What follows belongs to an exercise in optimizing a design on an open flow for small area, a short achievable clock period and few clock cycles; a production flow would make more cautious choices. Only simulation tests tie the RTL to the original design; equivalence was not proved. No driver is modelled on the clock port, so clocking that relies on it looks cheaper here than on a real chip. Power is estimated from default activity; no workload was simulated.

==> design/flow/config.mk <==
export PLATFORM = sky130hd
export DESIGN_NAME = gpu_property_tlv_parser
export DESIGN_NICKNAME = gpu_property_tlv_parser
export VERILOG_FILES = /design/flow/design.v
export SDC_FILE = /design/flow/constraint.sdc
export NUM_CORES = 4
export LEC_CHECK = 0
export CAP_MARGIN = 10
export CORE_MARGIN = 2
export CORE_UTILIZATION = 40
export CTS_CLUSTER_DIAMETER = 60
export CTS_CLUSTER_SIZE = 25
export PLACE_DENSITY = 0.45
export SETUP_SLACK_MARGIN = 3.0
export SLEW_MARGIN = 10
==> design/flow/constraint.sdc <==
create_clock -name core_clock -period 5.0 [get_ports {clock}]
set_input_delay 1.0000 -clock core_clock [delete_from_list [all_inputs] [get_ports {clock}]]
set_output_delay 1.0000 -clock core_clock [all_outputs]
set_load 0.01 [all_outputs]
==> design/flow/design.v <==
package gptlv_pkg;
   localparam int unsigned NumFields = 10;
   localparam logic [6:0] IdProduct  = 7'd1;
   localparam logic [6:0] IdVersion  = 7'd2;
   localparam logic [6:0] IdMinorRev = 7'd3;
   localparam logic [6:0] IdMajorRev = 7'd4;
   localparam logic [6:0] IdFreq     = 7'd6;
   localparam logic [6:0] IdMemory   = 7'd12;
   localparam logic [6:0] IdShader   = 7'd25;
   localparam logic [6:0] IdTiler    = 7'd26;
   localparam logic [6:0] IdL2       = 7'd27;
   localparam logic [6:0] IdEngines  = 7'd82;
   localparam logic [1:0] STATUS_OK         = 2'd0;
   localparam logic [1:0] STATUS_TRUNCATED  = 2'd1;
   localparam logic [1:0] STATUS_NO_PRODUCT = 2'd2;
endpackage
module gpu_property_tlv_parser (
   input  logic         clock,
   input  logic         reset,
   input  logic         req_tvalid,
   output logic         req_tready,
   input  logic [7:0]   req_tdata,
   input  logic         req_tlast,
   output logic         rsp_tvalid,
   input  logic         rsp_tready,
   output logic [399:0] rsp_tdata,
   output logic [1:0]   rsp_tuser
);
   logic        val_ff;       
   logic [2:0]  pos_ff;       
   logic [1:0]  len_ff;       
   logic [6:0]  idlo_ff;      
   logic        hiz_ff;       
   logic [7:0][7:0] acc_ff;   
   logic [9:0]  lsel_ff;      
   logic        seen_ff;      
   logic        fin_ff;       
   logic        trunc_ff;     
   logic        busy_ff;      
   logic        clr_ff;       
   logic        p2_ff;        
   logic        p2st_ff;      
   logic        rvalid_ff;
   logic [1:0]  status_ff;
   logic        rdy_ff;
   logic [399:0] store_ff;
   logic        accept, tl_acc, hand, pres;
   logic [2:0]  last_pos;
   logic        val_done;
   logic        val_d;
   logic        busy_d, p2_d;
   logic [9:0]  match;
   logic [9:0]  csel;         
   logic        trunc_now;
   assign accept = req_tvalid && rdy_ff;
   assign tl_acc = accept && req_tlast;
   assign hand   = rvalid_ff && rsp_tready;
   assign pres   = p2_ff && (clr_ff || !busy_ff);
   always_comb begin
      case (len_ff)
         2'd0:    last_pos = 3'd0;
         2'd1:    last_pos = 3'd1;
         2'd2:    last_pos = 3'd3;
         default: last_pos = 3'd7;
      endcase
   end
   assign val_done  = val_ff && (pos_ff == last_pos);
   assign trunc_now = val_ff ? !val_done : (pos_ff[1:0] == 2'd3);
   always_comb begin
      match = '0;
      if (hiz_ff) begin
         case (idlo_ff)
            gptlv_pkg::IdProduct:  match[0] = 1'b1;
            gptlv_pkg::IdVersion:  match[1] = 1'b1;
            gptlv_pkg::IdMinorRev: match[2] = 1'b1;
            gptlv_pkg::IdMajorRev: match[3] = 1'b1;
            gptlv_pkg::IdFreq:     match[4] = 1'b1;
            gptlv_pkg::IdMemory:   match[5] = 1'b1;
            gptlv_pkg::IdShader:   match[6] = 1'b1;
            gptlv_pkg::IdTiler:    match[7] = 1'b1;
            gptlv_pkg::IdL2:       match[8] = 1'b1;
            gptlv_pkg::IdEngines:  match[9] = 1'b1;
            default: ;
         endcase
      end
   end
   assign csel = clr_ff ? 10'd0 : lsel_ff;
   always_comb begin
      val_d = val_ff;
      if (reset) val_d = 1'b0;
      else if (accept) begin
         if (req_tlast) val_d = 1'b0;
         else if (val_ff) val_d = !val_done;
         else val_d = (pos_ff[1:0] == 2'd3);
      end
   end
   always_comb begin
      busy_d = busy_ff;
      p2_d   = p2_ff;
      if (reset) begin
         busy_d = 1'b0;
         p2_d   = 1'b0;
      end else begin
         if (tl_acc && !busy_ff) busy_d = 1'b1;
         else if (pres) busy_d = 1'b1;
         else if (clr_ff) busy_d = 1'b0;
         if (tl_acc && busy_ff) p2_d = 1'b1;
         else if (pres) p2_d = 1'b0;
      end
   end
   always_ff @(posedge clock) begin
      if (reset) begin
         val_ff <= 1'b0;
         pos_ff <= '0;
      end else if (accept) begin
         val_ff <= val_d;
         if (req_tlast) begin
            pos_ff <= '0;
         end else if (val_ff) begin
            pos_ff <= val_done ? 3'd0 : pos_ff + 3'd1;
         end else begin
            pos_ff <= (pos_ff[1:0] == 2'd3) ? 3'd0 : pos_ff + 3'd1;
         end
      end
   end
   always_ff @(posedge clock) begin
      if (accept && !val_ff) begin
         case (pos_ff[1:0])
            2'd0: begin
               len_ff       <= req_tdata[1:0];
               idlo_ff[5:0] <= req_tdata[7:2];
            end
            2'd1: begin
               idlo_ff[6] <= req_tdata[0];
               hiz_ff     <= (req_tdata[7:1] == 7'd0);
            end
            default: hiz_ff <= hiz_ff && (req_tdata == 8'd0);
         endcase
      end
   end
   for (genvar i = 0; i < 8; i++) begin : g_lane
      always_ff @(posedge clock) begin
         if (accept && val_ff && pos_ff == 3'(i)) acc_ff[i] <= req_tdata;
      end
   end
   always_ff @(posedge clock) begin
      if (reset) begin
         lsel_ff <= '1;
         fin_ff  <= 1'b0;
         seen_ff <= 1'b0;
      end else begin
         lsel_ff <= (accept && val_done) ? match : 10'd0;
         if (hand) lsel_ff <= '1;
         fin_ff  <= tl_acc && !busy_ff;
         if (fin_ff) seen_ff <= 1'b0;
         else if (csel[0]) seen_ff <= 1'b1;
      end
      trunc_ff <= trunc_now;
   end
   always_ff @(posedge clock) begin
      if (reset) begin
         rvalid_ff <= 1'b0;
         clr_ff    <= 1'b1;
         rdy_ff    <= 1'b1;
      end else begin
         if (fin_ff || pres) rvalid_ff <= 1'b1;
         else if (hand) rvalid_ff <= 1'b0;
         clr_ff <= hand;
         rdy_ff <= !p2_d && !(busy_d && val_d);
      end
      busy_ff <= busy_d;
      p2_ff   <= p2_d;
      if (tl_acc && busy_ff) p2st_ff <= trunc_now;
      if (fin_ff) begin
         if (trunc_ff) status_ff <= gptlv_pkg::STATUS_TRUNCATED;
         else if (seen_ff || csel[0]) status_ff <= gptlv_pkg::STATUS_OK;
         else status_ff <= gptlv_pkg::STATUS_NO_PRODUCT;
      end else if (pres) begin
         status_ff <= p2st_ff ? gptlv_pkg::STATUS_TRUNCATED : gptlv_pkg::STATUS_NO_PRODUCT;
      end
   end
   logic [63:0] src;
   logic [9:0]  load;
   for (genvar b = 0; b < 8; b++) begin : g_src
      logic keep;
      assign keep = !clr_ff && (len_ff == 2'd3 || (len_ff == 2'd2 && b < 4) ||
                                (len_ff == 2'd1 && b < 2) || b == 0);
      assign src[8*b +: 8] = keep ? acc_ff[b] : 8'd0;
   end
   assign load = lsel_ff;
   always_ff @(posedge clock) begin
      if (load[0]) store_ff[31:0]    <= src[31:0];
      if (load[1]) store_ff[47:32]   <= src[15:0];
      if (load[2]) store_ff[63:48]   <= src[15:0];
      if (load[3]) store_ff[79:64]   <= src[15:0];
      if (load[4]) store_ff[111:80]  <= src[31:0];
      if (load[5]) store_ff[175:112] <= src;
      if (load[6]) store_ff[239:176] <= src;
      if (load[7]) store_ff[303:240] <= src;
      if (load[8]) store_ff[367:304] <= src;
      if (load[9]) store_ff[399:368] <= src[31:0];
   end
   assign req_tready = rdy_ff;
   assign rsp_tvalid = rvalid_ff;
   assign rsp_tuser  = status_ff;
   assign rsp_tdata  = store_ff;
endmodule
==> design/flow/flow/run.sh <==
#!/bin/bash
# Standard ORFS layout, with one change after clock tree synthesis
# (post_cts.tcl): the tree's root buffer, which only relays the clock port to
# the first branching buffers, is removed so that the port drives those
# buffers directly. This takes one buffer stage off every register's clock
# path alike; the clock tree below it is untouched.
set -euo pipefail
bash standard.sh "POST_CTS_TCL=$PWD/flow/post_cts.tcl" "BUFFER_PORTS_ARGS=-buffer_cell sky130_fd_sc_hd__buf_1" finish > standard_flow.log 2>&1
==> design/flow/flow/post_cts.tcl <==
set block [ord::get_db_block]
set port_net [[$block findBTerm clock] getNet]
set sinks [$port_net getITerms]
if {[llength $sinks] == 1} {
  set root [[lindex $sinks 0] getInst]
  set out_net [[$root findITerm X] getNet]
  set loads {}
  foreach it [$out_net getITerms] {
    if {[$it getInst] != $root} { lappend loads $it }
  }
  if {[llength $loads] <= 4 && [string match "sky130_fd_sc_hd__clkbuf_*" [[$root getMaster] getName]]} {
    puts "post_cts: bypassing root buffer [$root getName] ([llength $loads] loads)"
    [$root findITerm A] disconnect
    [$root findITerm X] disconnect
    foreach it $loads {
      $it disconnect
      $it connect $port_net
    }
    odb::dbInst_destroy $root
    odb::dbNet_destroy $out_net
    estimate_parasitics -placement
    repair_timing_helper
    detailed_placement
    check_placement -verbose
    estimate_parasitics -placement
    report_clock_latency
  }
}
==> design/flow/standard.sh <==
#!/bin/bash
# synth_recipe.tcl (not shown) runs the flow's synth.tcl, then flattens the netlist and writes it again
# the make line also repeats each setting of config.mk as NAME=value (left out here)
make -C /OpenROAD-flow-scripts/flow DESIGN_CONFIG=/design/flow/config.mk WORK_HOME=/design/flow/orfs CLKGATE_MAP_FILE= SYNTH_SCRIPT=/design/flow/synth_recipe.tcl "${@:-finish}"
==> results of run 1 <==
==> registers in the layout, summed over array words and instances (netlist names) <==
register / count
store_ff: 400
acc_ff: 64
lsel_ff: 10
idlo_ff: 7
pos_ff: 3
len_ff: 2
status_ff: 2
busy_ff: 1
clr_ff: 1
fin_ff: 1
hiz_ff: 1
p2_ff: 1
p2st_ff: 1
rdy_ff: 1
rvalid_ff: 1
seen_ff: 1
trunc_ff: 1
val_ff: 1
==> worst min-delay path, delay by kind of cell (launching register included) <==
family | cells | cell delay (ps)
and+or+nand+nor | 2 | 120
DFF | 1 | 360
==> synthesized netlist by cell type (all sizes together) (3+ instances only) <==
library cell | count | share of area, %
nor4b | 3 | 0.16
ha | 7 | 0.55
nor2 | 9 | 0.21
o31ai | 7 | 0.42
nand2 | 8 | 0.19
and2 | 26 | 1.0
nor4 | 3 | 0.12
nand3b | 5 | 0.24
inv | 9 | 0.21
edfxtp | 477 | 90
dfxtp | 22 | 2.8
and3 | 43 | 1.7
clkbuf | 13 | 0.31
a21oi | 10 | 0.34
nor3 | 10 | 0.34
buf | 3 | 0.16
nor2b | 10 | 0.39
==> metal layers <==
layer	up-vias	global-route usage (%)	wire length [um]
met2	275	30.7	19300
met3	58	4.70	2660
li1	3598	-	-
met1	4110	24.9	16700
met5	-	0	0
met4	0	5.34	1030
==> cell usage in the layout, fill, tap and decap left out, types with 2 or more instances in the layout <==
master	instances
clkinv_4	2
ha_1	7
inv_1	9
o41ai_1	2
o21ai_0	2
a2bb2oi_1	2
dfxtp_2	5
buf_2	155
nor4b_1	3
nor4_1	2
nor2_1	8
and3_1	34
buf_6	3
clkinv_8	2
dfxtp_1	13
nor3_1	9
inv_8	5
buf_1	259
edfxtp_1	477
a21oi_2	2
clkbuf_1	3
o2bb2ai_1	2
nand2_1	8
a41o_2	2
and2_1	25
inv_6	5
nor2b_1	9
clkinv_2	2
dfxtp_4	4
and3_2	6
clkbuf_16	35
nand3_1	2
nand3b_1	5
and3_4	3
a21oi_1	8
clkinvlp_4	3
buf_4	11
o31ai_1	6
==> worst paths after layout <==
kind,from,endpoint,slack [ps],cells after the start
worst min-delay path,busy_ff$_DFF_P_,p2_ff$_DFF_P_,520,2
worst max-delay path,store_ff[269]$_DFFE_PP_,rsp_tdata[269],3090,1
worst min register to register,busy_ff$_DFF_P_,p2_ff$_DFF_P_,520,2
worst max register to register,pos_ff[2]$_SDFFE_PP0N_,lsel_ff[6]$_SDFF_PP1_,3180,5
==> power by group through the flow <==
| stage | sequential (mW) | combinational (mW) | clock (mW) |
|---|---|---|---|
| after floorplan | 5.11 | 0.0622 | 0 |
| after global placement | 5.00 | 0.449 | 0 |
| after detailed placement | 5.01 | 0.445 | 0 |
| after global routing | 4.93 | 0.499 | 3.02 |
| final | 4.90 | 0.463 | 2.78 |
==> cell families after synthesis <==
logic type	Yosys count	share of synthesized area, %
DFF	499	92.5
and+or+nand+nor	124	4.69
AOI/OAI and AO/OA	31	1.49
adders and majority gates	7	0.549
muxes	1	0.0706
buffers and inverters	25	0.682
==> per-stage QoR <==
stage | instances | area (sq um)
after floorplan | 687 | 16000
after global placement | 1620 | 18200
after detailed placement | 1620 | 18200
after global routing | 1685 | 19600
final | 1685 | 19600
==> area by class of cell <==
cell class,count,area (sq um),area share [%]
Sequential cell,499,14800,75.4
Inverter,9,33.8,0.172
Tap cell,525,657,3.35
Multi-Input combinational cell,164,1140,5.81
Clock buffer,38,887,4.53
Clock inverter,21,216,1.10
Timing Repair Buffer,429,1880,9.61
==> results by group, run 1 <==
Floorplanning
  – Core area: ~40000 sq um
  – Site Rows: 73
  – Die H: 204 um
  – I/O pins: 417
  – Die width: 204 um
  – Die area: roughly 42000 sq um
  – Starting Density: 40.3%

Power
  – Clock Power Share: 34.2%
  – Worst vdd ir: around 0.28 mV
  – Switching Fraction: 22.4%
  – Net Sw Power: 1.83 mW
  – Comb power frac: around 5.7%
  – Tot Pwr: 8.14 mW
  – LEAKAGE: 7.17 nW
  – Power Density: 415 nW/um^2
  – Sequential power share: 60.2%
  – Power Internal: 6.32 mW

Drt
  – # DRC: 0
  – Drt wl/cell: 23.6 um
  – Final ANT Viol Nets: 0
  – Via count: 8041
  – DR pass1 iterations: 4
  – Initial drt markers: between 500 and 600
  – Routed wire length: 39.8 mm
  – Drt via density: 4.77

Yosys
  – Post-synth cell types: 38
  – Cell Area, Synth: 16000 sq um
  – Post-synthesis area per instance: about 23 sq um
  – Yosys warns: 1
  – Sequential area share after synthesis: ~93%
  – Async SR Flop Fraction: 0%
  – Syn Inst Count: around 690
  – Flops & latches, synth: 499
  – Most common flop cell mapped by yosys: edfxtp_1
  – Post-synth EDFFs: 477
  – Syn_nets: 707

Place
  – RD Place Congestion: 0.774
  – HPWL Detailed: between 20 and 30 mm
  – Port buffer count: roughly 420
  – DP Worst Slack: about 2400 ps

Global routing
  – Largest net degree at the start of global routing: 49
  – GRT overflow: 0
  – Initial antenna violation count: 0
  – First-pass GRT wire length: 55.6 mm
  – Global Route Usage Sum: about a fifth
  – Number of global-route vias before repair: 7875

Cells and area
  – Ant diodes: 0
  – Share of post-route cells with drive strength above 1: 22.2%
  – Final Util: 49.6%
  – # nets final: 1157
  – Synthesis-to-layout area growth: 22.8%
  – Fillers: 3397

Critical path
  – Largest stage delay on the critical path: 400 ps
  – Startpoint types: flop
  – Kind of critical path: reg2out
  – Req. time, crit path: approximately 4000 ps
  – Critical path cell sequence: buf_1
  – CP max FO: 1
  – Worst path slowest cell: edfxtp_1
  – Crit path capture type: primary output
  – Crit path buf inv count: 1
  – Top cell family by delay on the critical path: flip-flops
  – WP data arrival: 910 ps

Run
  – Max-Cap Viols: 0

Timing
  – Fmax: approximately 520 MHz
  – Worst Tran Pin Value: slightly below 1000 ps
  – Final setup viols: 0
  – Final Hold Viols: 0
  – Period utilization: between 30% and 40%
  – Final Max Tran Viols: 0
  – Relative slew slack: 34.5%
  – Unrepaired setup endpoints after global routing: yes
  – Skew final: roughly 19 ps
  – Min Tclk post-route: 1910 ps
  – Worst hold slack: between 500 and 600 ps
  – Setup tns final: 0 ps
  – Final worst slack: 3090 ps

Worst hold path
  – HP Class: reg2reg

Clocking
  – Skew-Pair Late Insertion Delay: between 300 and 400 ps
  – Clk sinks: 499
  – Worst-path clk slew: 90 ps
  – CTS tree: done

Outcome
  – Outcome: complete, no violations
Testbench counts, summed over its fixed seeds: cycles 28,137.
==> run 2: changes to the inputs <==
--- a/design/flow/design.v
+++ b/design/flow/design.v
@@ -138,9 +138,11 @@
          endcase
       end
    end
+   logic [7:0] acc_din;
+   assign acc_din = (val_ff && !reset) ? req_tdata : 8'd0;
    for (genvar i = 0; i < 8; i++) begin : g_lane
       always_ff @(posedge clock) begin
-         if (accept && val_ff && pos_ff == 3'(i)) acc_ff[i] <= req_tdata;
+         if (reset || !val_ff || (accept && pos_ff == 3'(i))) acc_ff[i] <= acc_din;
       end
    end
    always_ff @(posedge clock) begin
@@ -181,12 +183,7 @@
    end
    logic [63:0] src;
    logic [9:0]  load;
-   for (genvar b = 0; b < 8; b++) begin : g_src
-      logic keep;
-      assign keep = !clr_ff && (len_ff == 2'd3 || (len_ff == 2'd2 && b < 4) ||
-                                (len_ff == 2'd1 && b < 2) || b == 0);
-      assign src[8*b +: 8] = keep ? acc_ff[b] : 8'd0;
-   end
+   assign src  = acc_ff;
    assign load = lsel_ff;
    always_ff @(posedge clock) begin
       if (load[0]) store_ff[31:0]    <= src[31:0];
--- a/design/flow/config.mk
+++ b/design/flow/config.mk
@@ -5,11 +5,12 @@
 export SDC_FILE = /design/flow/constraint.sdc
 export NUM_CORES = 4
 export LEC_CHECK = 0
-export CAP_MARGIN = 10
+export ABC_CLOCK_PERIOD_IN_PS = 1900
+export CAP_MARGIN = 20
 export CORE_MARGIN = 2
 export CORE_UTILIZATION = 40
 export CTS_CLUSTER_DIAMETER = 60
 export CTS_CLUSTER_SIZE = 25
 export PLACE_DENSITY = 0.45
 export SETUP_SLACK_MARGIN = 3.0
-export SLEW_MARGIN = 10
+export SLEW_MARGIN = 20
==> results by group, run 2 <==
Outcome
  – Outcome: complete, no violations

Yosys
  – Yosys warns: 1 (unchanged)
  – Cell Area, Synth: 15500 sq um (-2.6%)
  – Post-synth top cells: 477 x edfxtp_1, 22 x dfxtp_1, 21 x nand2_1
  – Flops & latches, synth: 499 (unchanged)
  – Syn_nets: 647 (-8.5%)
  – Area leader, netlist: edfxtp_1
  – Syn Inst Count: 627 (-8.7%)
  – Post-synth EDFFs: 477 (unchanged)
  – Post-synth cell types: 37 (-2.6%)
  – Async SR Flop Fraction: 0% (unchanged)
  – Post-synthesis area per instance: 24.8 sq um (+6.8%)
  – Most common flop cell mapped by yosys: edfxtp_1
  – Top cells by area, synth: edfxtp_1 92%, dfxtp_1 2.8%, ha_1 0.56%
  – Top-area cell type share of the netlist area: 92.1% (+2.4 points)
  – Sequential area share after synthesis: 95.0% (+2.4 points)
  – Count leader, synth: edfxtp_1

Cells and area
  – Synthesis-to-layout area growth: 24.2%
  – Ant diodes: 0 (unchanged)
  – Final Util: 50.2% (+0.65 points)
  – Leading cell type in the layout, fill and taps excluded: edfxtp_1
  – Share of post-route cells with drive strength above 1: 23.7% (+1.5 points)
  – Cell area after layout: 19300 sq um (-1.5%)
  – # nets final: 1108 (-4.2%)
  – Layout Cells excl Fill: 1632 (-3.1%)
  – Largest Register: store_ff
  – Largest regs: store_ff (400), acc_ff (64), lsel_ff (10)
  – Max reg flops: 400 (unchanged)
  – Most frequent cells in the layout: 477 x edfxtp_1, 252 x buf_1, 162 x buf_2

Floorplanning
  – Core area: 38500 sq um (-2.7%)
  – I/O pins: 417 (unchanged)
  – Die width: 201 um (-1.3%)
  – Die H: 201 um (-1.3%)
  – Site Rows: 72 (-1.4%)
  – Starting Density: 40.4% (+0.068 points)
  – Die area: 40500 sq um (-2.5%)

Global routing
  – First-pass GRT wire length: 55.2 mm (-0.79%)
  – Largest net degree at the start of global routing: 39 (-20%)
  – GRT overflow: 0 (unchanged)
  – Number of global-route vias before repair: 7551 (-4.1%)
  – Initial antenna violation count: 0 (unchanged)
  – Global Route Usage Sum: 18.9% (+0.19 points)

Place
  – Port buffer count: 416 (unchanged)
  – HPWL Detailed: 25.7 mm (+0.49%)
  – DP Worst Slack: 2240 ps (-161 ps)
  – Cells after DPL: 1557 (-3.9%)
  – Placed instance area: 17800 sq um (-2.2%)
  – RD Place Congestion: 0.770 (-0.41%)

Critical path
  – Crit path buf inv count: 1 (unchanged)
  – WP data arrival: 930 ps (+20 ps)
  – Worst path slowest cell: edfxtp_1
  – Largest stage delay on the critical path: 410 ps (about the same)
  – Req. time, crit path: 4000 ps (about the same)
  – Crit path capture type: primary output
  – CP Launch Point: store_ff[248]$_DFFE_PP_
  – Startpoint types: flop
  – Kind of critical path: reg2out
  – Critical path cell sequence: buf_1
  – R2R Path Start: pos_ff[2]$_SDFFE_PP0N_
  – CP max FO: 1 (unchanged)
  – Top cell family by delay on the critical path: flip-flops

Drt
  – Drt wl/cell: 23.7 um (+0.46%)
  – Drt via density: 4.66 (-2.3%)
  – Routed wire length: 38.7 mm (-2.7%)
  – DR pass1 iterations: 4 (unchanged)
  – # DRC: 0 (unchanged)
  – Final ANT Viol Nets: 0 (unchanged)
  – Via count: 7609 (-5.4%)
  – Initial drt markers: 601 (+15%)

Timing
  – Skew final: 20.4 ps (+1.48 ps)
  – Relative slew slack: 28.4% (-6.1 points)
  – Period utilization: 38.6% (+0.38 points)
  – Setup tns final: 0 ps (unchanged)
  – Fmax: 519 MHz (-0.99%)
  – Min Tclk post-route: 1930 ps (+19.1 ps)
  – Final worst slack: 3070 ps (-19.1 ps)
  – Final setup viols: 0 (unchanged)
  – Final Max Tran Viols: 0 (unchanged)
  – Unrepaired setup endpoints after global routing: no
  – Worst hold slack: 506 ps (-10.3 ps)
  – Final Hold Viols: 0 (unchanged)
  – Worst Tran Pin Value: 1070 ps (+92.1 ps)

Power
  – Worst vdd ir: 0.252 mV (-9.5%)
  – LEAKAGE: 7.20 nW (+0.41%)
  – Tot Pwr: 8.03 mW (-1.4%)
  – Power Density: 416 nW/um^2 (about the same)

Clocking
  – Clk sinks: 499 (unchanged)
  – Skew-Pair Late Insertion Delay: 370 ps (about the same)
  – CTS tree: done
  – Worst-path clk slew: 90 ps (about the same)

Worst hold path
  – Hold Startpoint: acc_ff[34]$_DFFE_PP_
  – HP Class: reg2reg

Run
  – Max-Cap Viols: 0 (unchanged)
## run 2: final cells by class
cell class                 instances  area [sq um]
fill                            3270         19200
sequential                       499         14800
timing repair buffer             431          1900
clock buffer                      38           908
multi-input combinational        112           768
tap                              518           648
clock inverter                    26           267
inverter                           8          30.0
## run 2: path summary, 6_finish.rpt
check / endpoint / slack [ps] / depth (start not counted)
worst max-delay path: rsp_tdata[248] / 3070 / 1
worst max register to register: lsel_ff[8]$_SDFF_PP1_ / 3090 / 5
worst min register to register: store_ff[274]$_DFFE_PP_ / 510 / 0
worst min-delay path: store_ff[274]$_DFFE_PP_ / 510 / 0
## run 2: cell families after synthesis
family | after synthesis | synth area share, %
flops | 499 | 95.0
simple gates | 72 | 2.58
compound gates | 32 | 1.44
mux | 1 | 0.0724
buf+inv | 16 | 0.386
fa+ha+maj | 7 | 0.563
## run 2: report_power, final
part	internal, mW	switching, mW	leakage (nW)	total [mW]
Clock	1.45	1.45	0.575	2.90
Combinational	0.0897	0.210	1.37	0.300
Sequential	4.71	0.110	5.25	4.82
## run 2: layer usage
metal  vias to the layer above  wire (um)  share of wire, %  track usage [%]
li1                       3413          -                 -                -
met1                      3860      16600                43             25.5
met5                         -          0                 0                0
met3                        55       2360               6.1             4.83
met2                       281      18800                49             30.9
met4                         0        940               2.4             5.03
Testbench counts of run 2, summed over its fixed seeds: cycles 28,137.
==> run 3: changes to the inputs <==
--- a/design/flow/config.mk
+++ b/design/flow/config.mk
@@ -5,7 +5,6 @@
 export SDC_FILE = /design/flow/constraint.sdc
 export NUM_CORES = 4
 export LEC_CHECK = 0
-export ABC_CLOCK_PERIOD_IN_PS = 1900
 export CAP_MARGIN = 20
 export CORE_MARGIN = 2
 export CORE_UTILIZATION = 40
==> results by group, run 3 <==
Timing
  – Final Hold Viols: 0 (unchanged)
  – Skew final: 20.4 ps (unchanged)
  – Worst Tran Pin Value: 1070 ps (unchanged)
  – Relative slew slack: 28.4% (unchanged)
  – Final Max Tran Viols: 0 (unchanged)
  – Setup tns final: 0 ps (unchanged)
  – Min Tclk post-route: 1930 ps (unchanged)
  – Final setup viols: 0 (unchanged)
  – Fmax: 519 MHz (unchanged)
  – Period utilization: 38.6% (unchanged)
  – Unrepaired setup endpoints after global routing: no

Yosys
  – Yosys warns: 1 (unchanged)
  – Area fraction in compound gates after synthesis: 1.44% (unchanged)
  – Post-synth EDFFs: 477 (unchanged)
  – Async SR Flop Fraction: 0% (unchanged)
  – Adder-cell share of the synthesized area: 0.563% (unchanged)
  – Syn Inst Count: 627 (unchanged)
  – Post-synth top cells: 477 x edfxtp_1, 22 x dfxtp_1, 21 x nand2_1
  – Cell Area, Synth: 15500 sq um (unchanged)
  – Post-synth cell types: 37 (unchanged)
  – Mux contribution to synthesized area: 0.0724% (unchanged)
  – Flops & latches, synth: 499 (unchanged)
  – Largest family of logic cells by synthesized area: simple AND/OR/NAND/NOR gates
  – Sequential area share after synthesis: 95.0% (unchanged)
  – Syn_nets: 647 (unchanged)
  – Top-area cell type share of the netlist area: 92.1% (unchanged)
  – Post-synthesis xor/xnor area fraction: 0% (unchanged)
  – Post-synthesis area per instance: 24.8 sq um (unchanged)
  – Area leader, netlist: edfxtp_1
  – Most common flop cell mapped by yosys: edfxtp_1
  – Top cells by area, synth: edfxtp_1 92%, dfxtp_1 2.8%, ha_1 0.56%
  – Simple-Gate Fraction of Synth Area: 2.58% (unchanged)
  – Count leader, synth: edfxtp_1

Floorplanning
  – Starting Density: 40.4% (unchanged)
  – Die H: 201 um (unchanged)
  – Site Rows: 72 (unchanged)
  – I/O pins: 417 (unchanged)
  – Die width: 201 um (unchanged)
  – Die area: 40500 sq um (unchanged)
  – Core area: 38500 sq um (unchanged)

Drt
  – Routed wire length: 38.7 mm (unchanged)
  – DR pass1 iterations: 4 (unchanged)
  – Initial drt markers: 601 (unchanged)
  – Final ANT Viol Nets: 0 (unchanged)
  – Drt wl/cell: 23.7 um (unchanged)
  – # DRC: 0 (unchanged)
  – Drt via density: 4.66 (unchanged)
  – Via count: 7609 (unchanged)

Power
  – Power Density: 416 nW/um^2 (unchanged)
  – Power Internal: 6.25 mW (unchanged)
  – Switching Fraction: 22.1% (unchanged)
  – LEAKAGE: 7.20 nW (unchanged)
  – Clock Power Share: 36.2% (about the same)
  – Net Sw Power: 1.77 mW (unchanged)
  – Sequential power share: 60.1% (about the same)
  – Worst vdd ir: 0.252 mV (unchanged)
  – Comb power frac: 3.7% (about the same)

Cells and area
  – Most frequent cells in the layout: 477 x edfxtp_1, 252 x buf_1, 162 x buf_2
  – Leading cell type in the layout, fill and taps excluded: edfxtp_1
  – Largest regs: store_ff (400), acc_ff (64), lsel_ff (10)
  – Fillers: 3270 (unchanged)
  – Max reg flops: 400 (unchanged)
  – # nets final: 1108 (unchanged)
  – Cell area after layout: 19300 sq um (unchanged)
  – Ant diodes: 0 (unchanged)
  – Share of post-route cells with drive strength above 1: 23.7% (unchanged)
  – Synthesis-to-layout area growth: 24.2% (unchanged)
  – Largest Register: store_ff

Critical path
  – Reg2Reg Capture Point: lsel_ff[8]$_SDFF_PP1_
  – Stages on worst setup path: 1 (unchanged)
  – Reg2Reg Depth: 5 (unchanged)
  – CP Launch Point: store_ff[248]$_DFFE_PP_
  – CP max FO: 1 (unchanged)
  – R2R Setup Slk: 3090 ps (about the same)
  – WP data arrival: 930 ps (about the same)
  – Req. time, crit path: 4000 ps (about the same)
  – Kind of critical path: reg2out
  – Top cell family by delay on the critical path: flip-flops
  – Crit path buf inv count: 1 (unchanged)
  – Worst path slowest cell: edfxtp_1
  – Startpoint types: flop
  – R2R Path Start: pos_ff[2]$_SDFFE_PP0N_
  – Crit path capture type: primary output
  – Largest stage delay on the critical path: 410 ps (about the same)
  – Critical path cell sequence: buf_1
  – Critical Path End: rsp_tdata[248]

Clocking
  – CTS tree: done
  – Skew-Pair Late Insertion Delay: 370 ps (about the same)
  – Worst-path clk slew: 90 ps (about the same)
  – Clk sinks: 499 (unchanged)

Global routing
  – GRT overflow: 0 (unchanged)
  – Global Route Usage Sum: 18.9% (unchanged)
  – Initial antenna violation count: 0 (unchanged)
  – Number of global-route vias before repair: 7551 (unchanged)
  – Largest net degree at the start of global routing: 39 (unchanged)
  – First-pass GRT wire length: 55.2 mm (unchanged)

Place
  – RD Place Congestion: 0.770 (unchanged)
  – Placed instance area: 17800 sq um (unchanged)
  – Port buffer count: 416 (unchanged)
  – HPWL Detailed: 25.7 mm (unchanged)

Outcome
  – Outcome: complete, no violations

Worst hold path
  – HP Class: reg2reg

Run
  – Max-Cap Viols: 0 (unchanged)
[run 3: cell counts after synthesis]
No cell type changed its count.
[run 3: final cells by class]
class                           instances  area (sq um)  share of cell area [%]
Tap cell                              518           648                    3.36
Clock buffer                           38           908                    4.70
Inverter                                8          30.0                   0.155
Timing Repair Buffer                  431          1900                    9.86
Sequential cell                       499         14800                    76.6
Clock inverter                         26           267                    1.38
Multi-Input combinational cell        112           768                    3.98
[run 3: power groups by stage]
stage               Sequential, mW  Clock (mW)  Combinational (mW)
finish                        4.82        2.90               0.300
global route                  4.84        3.13               0.320
detailed placement            4.93           0               0.286
global placement              4.92           0               0.289
floorplan                     4.99           0              0.0275
[run 3: cell families (layout without fill, tap and decap cells)]
logic type | after synthesis | in the layout
flip-flops | 499 | 499
AND/OR/NAND/NOR | 72 | 72
AO/OA/AOI/OAI | 32 | 32
buffers and inverters | 16 | 503
adder cells (fa/ha/maj) | 7 | 7
multiplexers | 1 | 1
[run 3: metal layers]
metal	track usage [%]	wire length [um]	part of all wire, %	vias up
met3	4.83	2360	6.1	55
li1	-	-	-	3413
met5	0	0	0	-
met1	25.5	16600	43	3860
met2	30.9	18800	49	281
met4	5.03	940	2.4	0
[run 3: metrics by stage]
step / total power [mW] / util (%) / worst slack [ps] / cells / hold slack, ps
2_1_floorplan: 5.01 / - / 2990 / 627 / 459
3_3_place_gp: 5.21 / 46.3 / 1750 / 1557 / 488
3_5_place_dp: 5.21 / 46.3 / 2240 / 1557 / 500
5_1_grt: 8.30 / 50.2 / 3010 / 1632 / 528
6_report: 8.03 / 50.2 / 3070 / 1632 / 506
[run 3: worst min-delay path by stage]
stage                                     from                       to  slack [ps]  cells past startpoint
after floorplan           acc_ff[32]$_DFFE_PP_  store_ff[144]$_DFFE_PP_         460                      0
after global placement    seen_ff$_SDFFE_PP0P_     seen_ff$_SDFFE_PP0P_         490                      2
after detailed placement  seen_ff$_SDFFE_PP0P_     seen_ff$_SDFFE_PP0P_         500                      2
after global routing      acc_ff[34]$_DFFE_PP_  store_ff[274]$_DFFE_PP_         530                      0
final                     acc_ff[34]$_DFFE_PP_  store_ff[274]$_DFFE_PP_         510                      0
==> run 4: changes to the inputs <==
--- a/design/flow/config.mk
+++ b/design/flow/config.mk
@@ -11,5 +11,5 @@
 export CTS_CLUSTER_DIAMETER = 60
 export CTS_CLUSTER_SIZE = 25
 export PLACE_DENSITY = 0.45
-export SETUP_SLACK_MARGIN = 3.0
+export SETUP_SLACK_MARGIN = 3.06
 export SLEW_MARGIN = 20
==> results by group, run 4 <==
Timing
  – Final setup viols: 0 (unchanged)
  – Worst Tran Pin Value: 1000 ps (-69.2 ps)
  – Relative slew slack: 33.0% (+4.6 points)
  – Fmax: 522 MHz (+0.70%)
  – Unrepaired setup endpoints after global routing: yes
  – Final Hold Viols: 0 (unchanged)
  – Final Max Tran Viols: 0 (unchanged)
  – Min Tclk post-route: 1910 ps (-13.4 ps)
  – Skew final: 23.4 ps (+2.97 ps)
  – Setup tns final: 0 ps (unchanged)
  – Period utilization: 38.3% (-0.27 points)

Run
  – Max-Cap Viols: 0 (unchanged)

Place
  – Port buffer count: 416 (unchanged)
  – Cells after DPL: 1557 (unchanged)
  – HPWL Detailed: 25.8 mm (+0.48%)
  – RD Place Congestion: 0.771 (about the same)

Worst hold path
  – HP Class: reg2reg
  – Hold depth: 0 (unchanged)
  – Hold Startpoint: acc_ff[50]$_DFFE_PP_
  – Hold Path End: store_ff[162]$_DFFE_PP_

Critical path
  – Crit path capture type: flop
  – CP max FO: 3 (+2)
  – Startpoint types: flop
  – Kind of critical path: reg2reg
  – R2R Path Start: pos_ff[2]$_SDFFE_PP0N_
  – WP data arrival: 2200 ps (+1270 ps)
  – CP Launch Point: pos_ff[2]$_SDFFE_PP0N_
  – R2R Setup Slk: 3090 ps (about the same)
  – Req. time, crit path: 5280 ps (+1280 ps)
  – Reg2Reg Depth: 5 (unchanged)
  – Reg2Reg Capture Point: lsel_ff[7]$_SDFF_PP1_

Clocking
  – Worst-path clk slew: 80 ps (about the same)
  – Clk sinks: 499 (unchanged)
  – Skew-Pair Late Insertion Delay: 360 ps (about the same)
  – CTS tree: done

Drt
  – Routed wire length: 38.6 mm (-0.17%)
  – Via count: 7613 (+0.053%)
  – DR pass1 iterations: 5 (+1)
  – Drt via density: 4.67 (+0.11%)
  – Drt wl/cell: 23.7 um (-0.11%)
  – Initial drt markers: 635 (+5.7%)
  – # DRC: 0 (unchanged)
  – Final ANT Viol Nets: 0 (unchanged)

Cells and area
  – Share of post-route cells with drive strength above 1: 24.3% (+0.65 points)
  – Largest Register: store_ff
  – Fillers: 3264 (-0.18%)
  – Multi-input logic area: 776 sq um (+0.98%)
  – Register area: 14800 sq um (about the same)
  – Max reg flops: 400 (unchanged)
  – Ant diodes: 0 (unchanged)
  – Leading cell type in the layout, fill and taps excluded: edfxtp_1
  – Synthesis-to-layout area growth: 24.6%
  – Final Util: 50.4% (+0.14 points)
  – Most frequent cells in the layout: 477 x edfxtp_1, 249 x buf_1, 162 x buf_2
  – Layout Cells excl Fill: 1631 (-0.061%)
  – # nets final: 1108 (unchanged)
  – Largest regs: store_ff (400), acc_ff (64), lsel_ff (10)

Floorplanning
  – Die width: 201 um (unchanged)
  – Site Rows: 72 (unchanged)
  – Starting Density: 40.4% (unchanged)
  – Die H: 201 um (unchanged)
  – Die area: 40500 sq um (unchanged)
  – I/O pins: 417 (unchanged)
  – Core area: 38500 sq um (unchanged)

Power
  – Power Density: 419 nW/um^2 (+0.73%)
  – Worst vdd ir: 0.215 mV (-15%)
  – LEAKAGE: 7.21 nW (+0.18%)

Yosys
  – Async SR Flop Fraction: 0% (unchanged)
  – Post-synth cell types: 37 (unchanged)
  – Most common flop cell mapped by yosys: edfxtp_1
  – Area leader, netlist: edfxtp_1
  – Syn_nets: 647 (unchanged)
  – Post-synthesis area per instance: 24.8 sq um (unchanged)
  – Cell Area, Synth: 15500 sq um (unchanged)
  – Post-synth EDFFs: 477 (unchanged)
  – Yosys warns: 1 (unchanged)
  – Top cells by area, synth: edfxtp_1 92%, dfxtp_1 2.8%, ha_1 0.56%
  – Sequential area share after synthesis: 95.0% (unchanged)
  – Count leader, synth: edfxtp_1
  – Flops & latches, synth: 499 (unchanged)
  – Top-area cell type share of the netlist area: 92.1% (unchanged)
  – Post-synth top cells: 477 x edfxtp_1, 22 x dfxtp_1, 21 x nand2_1
  – Syn Inst Count: 627 (unchanged)

Global routing
  – Global Route Usage Sum: 18.7% (-0.22 points)
  – GRT overflow: 0 (unchanged)
  – Largest net degree at the start of global routing: 39 (unchanged)
  – First-pass GRT wire length: 54.8 mm (-0.74%)
  – Initial antenna violation count: 0 (unchanged)
  – Number of global-route vias before repair: 7468 (-1.1%)

Outcome
  – Outcome: complete, no violations
-- run 4: area by class of cell --
cell class                 instances  share of cell area (%)
clock buffer                      38                    4.69
clock inverter                    24                    1.52
inverter                           8                   0.155
multi-input combinational        112                    4.00
sequential                       499                    76.4
tap                              518                    3.35
timing repair buffer             432                    9.90
-- run 4: worst max-delay path by stage --
stage | endpoint | slack (ps) | cells after the start
floorplan | acc_ff[24]$_DFFE_PP_ | 2990 | 4
global placement | acc_ff[49]$_DFFE_PP_ | 1740 | 3
detailed placement | acc_ff[51]$_DFFE_PP_ | 2230 | 3
global route | lsel_ff[0]$_SDFF_PP1_ | 3040 | 6
finish | lsel_ff[7]$_SDFF_PP1_ | 3090 | 5
-- run 4: per-layer routing --
metal	GRT usage (%)	share of wire (%)
met2	31.9	51
met3	4.41	6.3
met4	4.21	1.8
met5	0	0
met1	24.5	41
-- run 4: through the flow --
stage          setup WS, ps  hold slack, ps  total power [mW]  cell area, sq um
2_1_floorplan          2990             459              5.01             15600
3_3_place_gp           1740             490              5.21             17800
3_5_place_dp           2230             486              5.21             17800
5_1_grt                3040             510              8.37             19400
6_report               3090             489              8.11             19400
-- run 4: report_power, final --
part	internal (mW)	total, mW	leakage (nW)	switching, mW
Clock	1.54	2.99	0.575	1.44
Sequential	4.71	4.82	5.25	0.108
Combinational	0.0903	0.302	1.38	0.212
Total	6.34	8.11	7.21	1.76
-- run 4: cells by family (layout without fill, tap and decap cells) --
family	Yosys count	after routing	synth area share, %
mux	1	1	0.0724
fa+ha+maj	7	7	0.563
buf+inv	16	502	0.386
flops	499	499	95.0
simple gates	72	72	2.58
compound gates	32	32	1.44
-- run 4: worst max-delay path, cell delays in order (launching register included) --
cell	delay, ps
dfxtp_4	350
or4b_4	550
a31oi_4	240
o21ai_4	90
or4_4	460
o21ai_1	150

afterwards: timing with drivers on the ports:
How much do the figures lean on ideal ports? The routed layouts below were timed once more, with nothing changed but the port constraints. Step 1 (the two cells are an assumption about what drives the block):
set clk [get_ports {clock}]
set_driving_cell -lib_cell sky130_fd_sc_hd__clkbuf_16 $clk
set_driving_cell -lib_cell sky130_fd_sc_hd__buf_2 [delete_from_list [all_inputs] $clk]
Step 2 adds t to the input delays and takes it off the output delays; t is the mean of the earliest and latest rising clock arrival at the registers after step 1. Input paths then give back, and output paths get back, about the clock's delay inside the block. a / b / c = ideal / step 1 / step 2; a / b = the first two.
run	t, ns	setup slack, ns	worst hold slack (ns)
run 1	0.470	3.091 / 2.977 / 2.752	0.516 / 0.516 / 0.516
run 2	0.466	3.072 / 2.965 / 2.733	0.506 / 0.506 / 0.506
run 3	0.466	3.072 / 2.965 / 2.733	0.506 / 0.506 / 0.506
run 4	0.456	3.085 / 2.990 / 2.761	0.489 / 0.489 / 0.489
After both steps setup and hold are still met in every run listed.
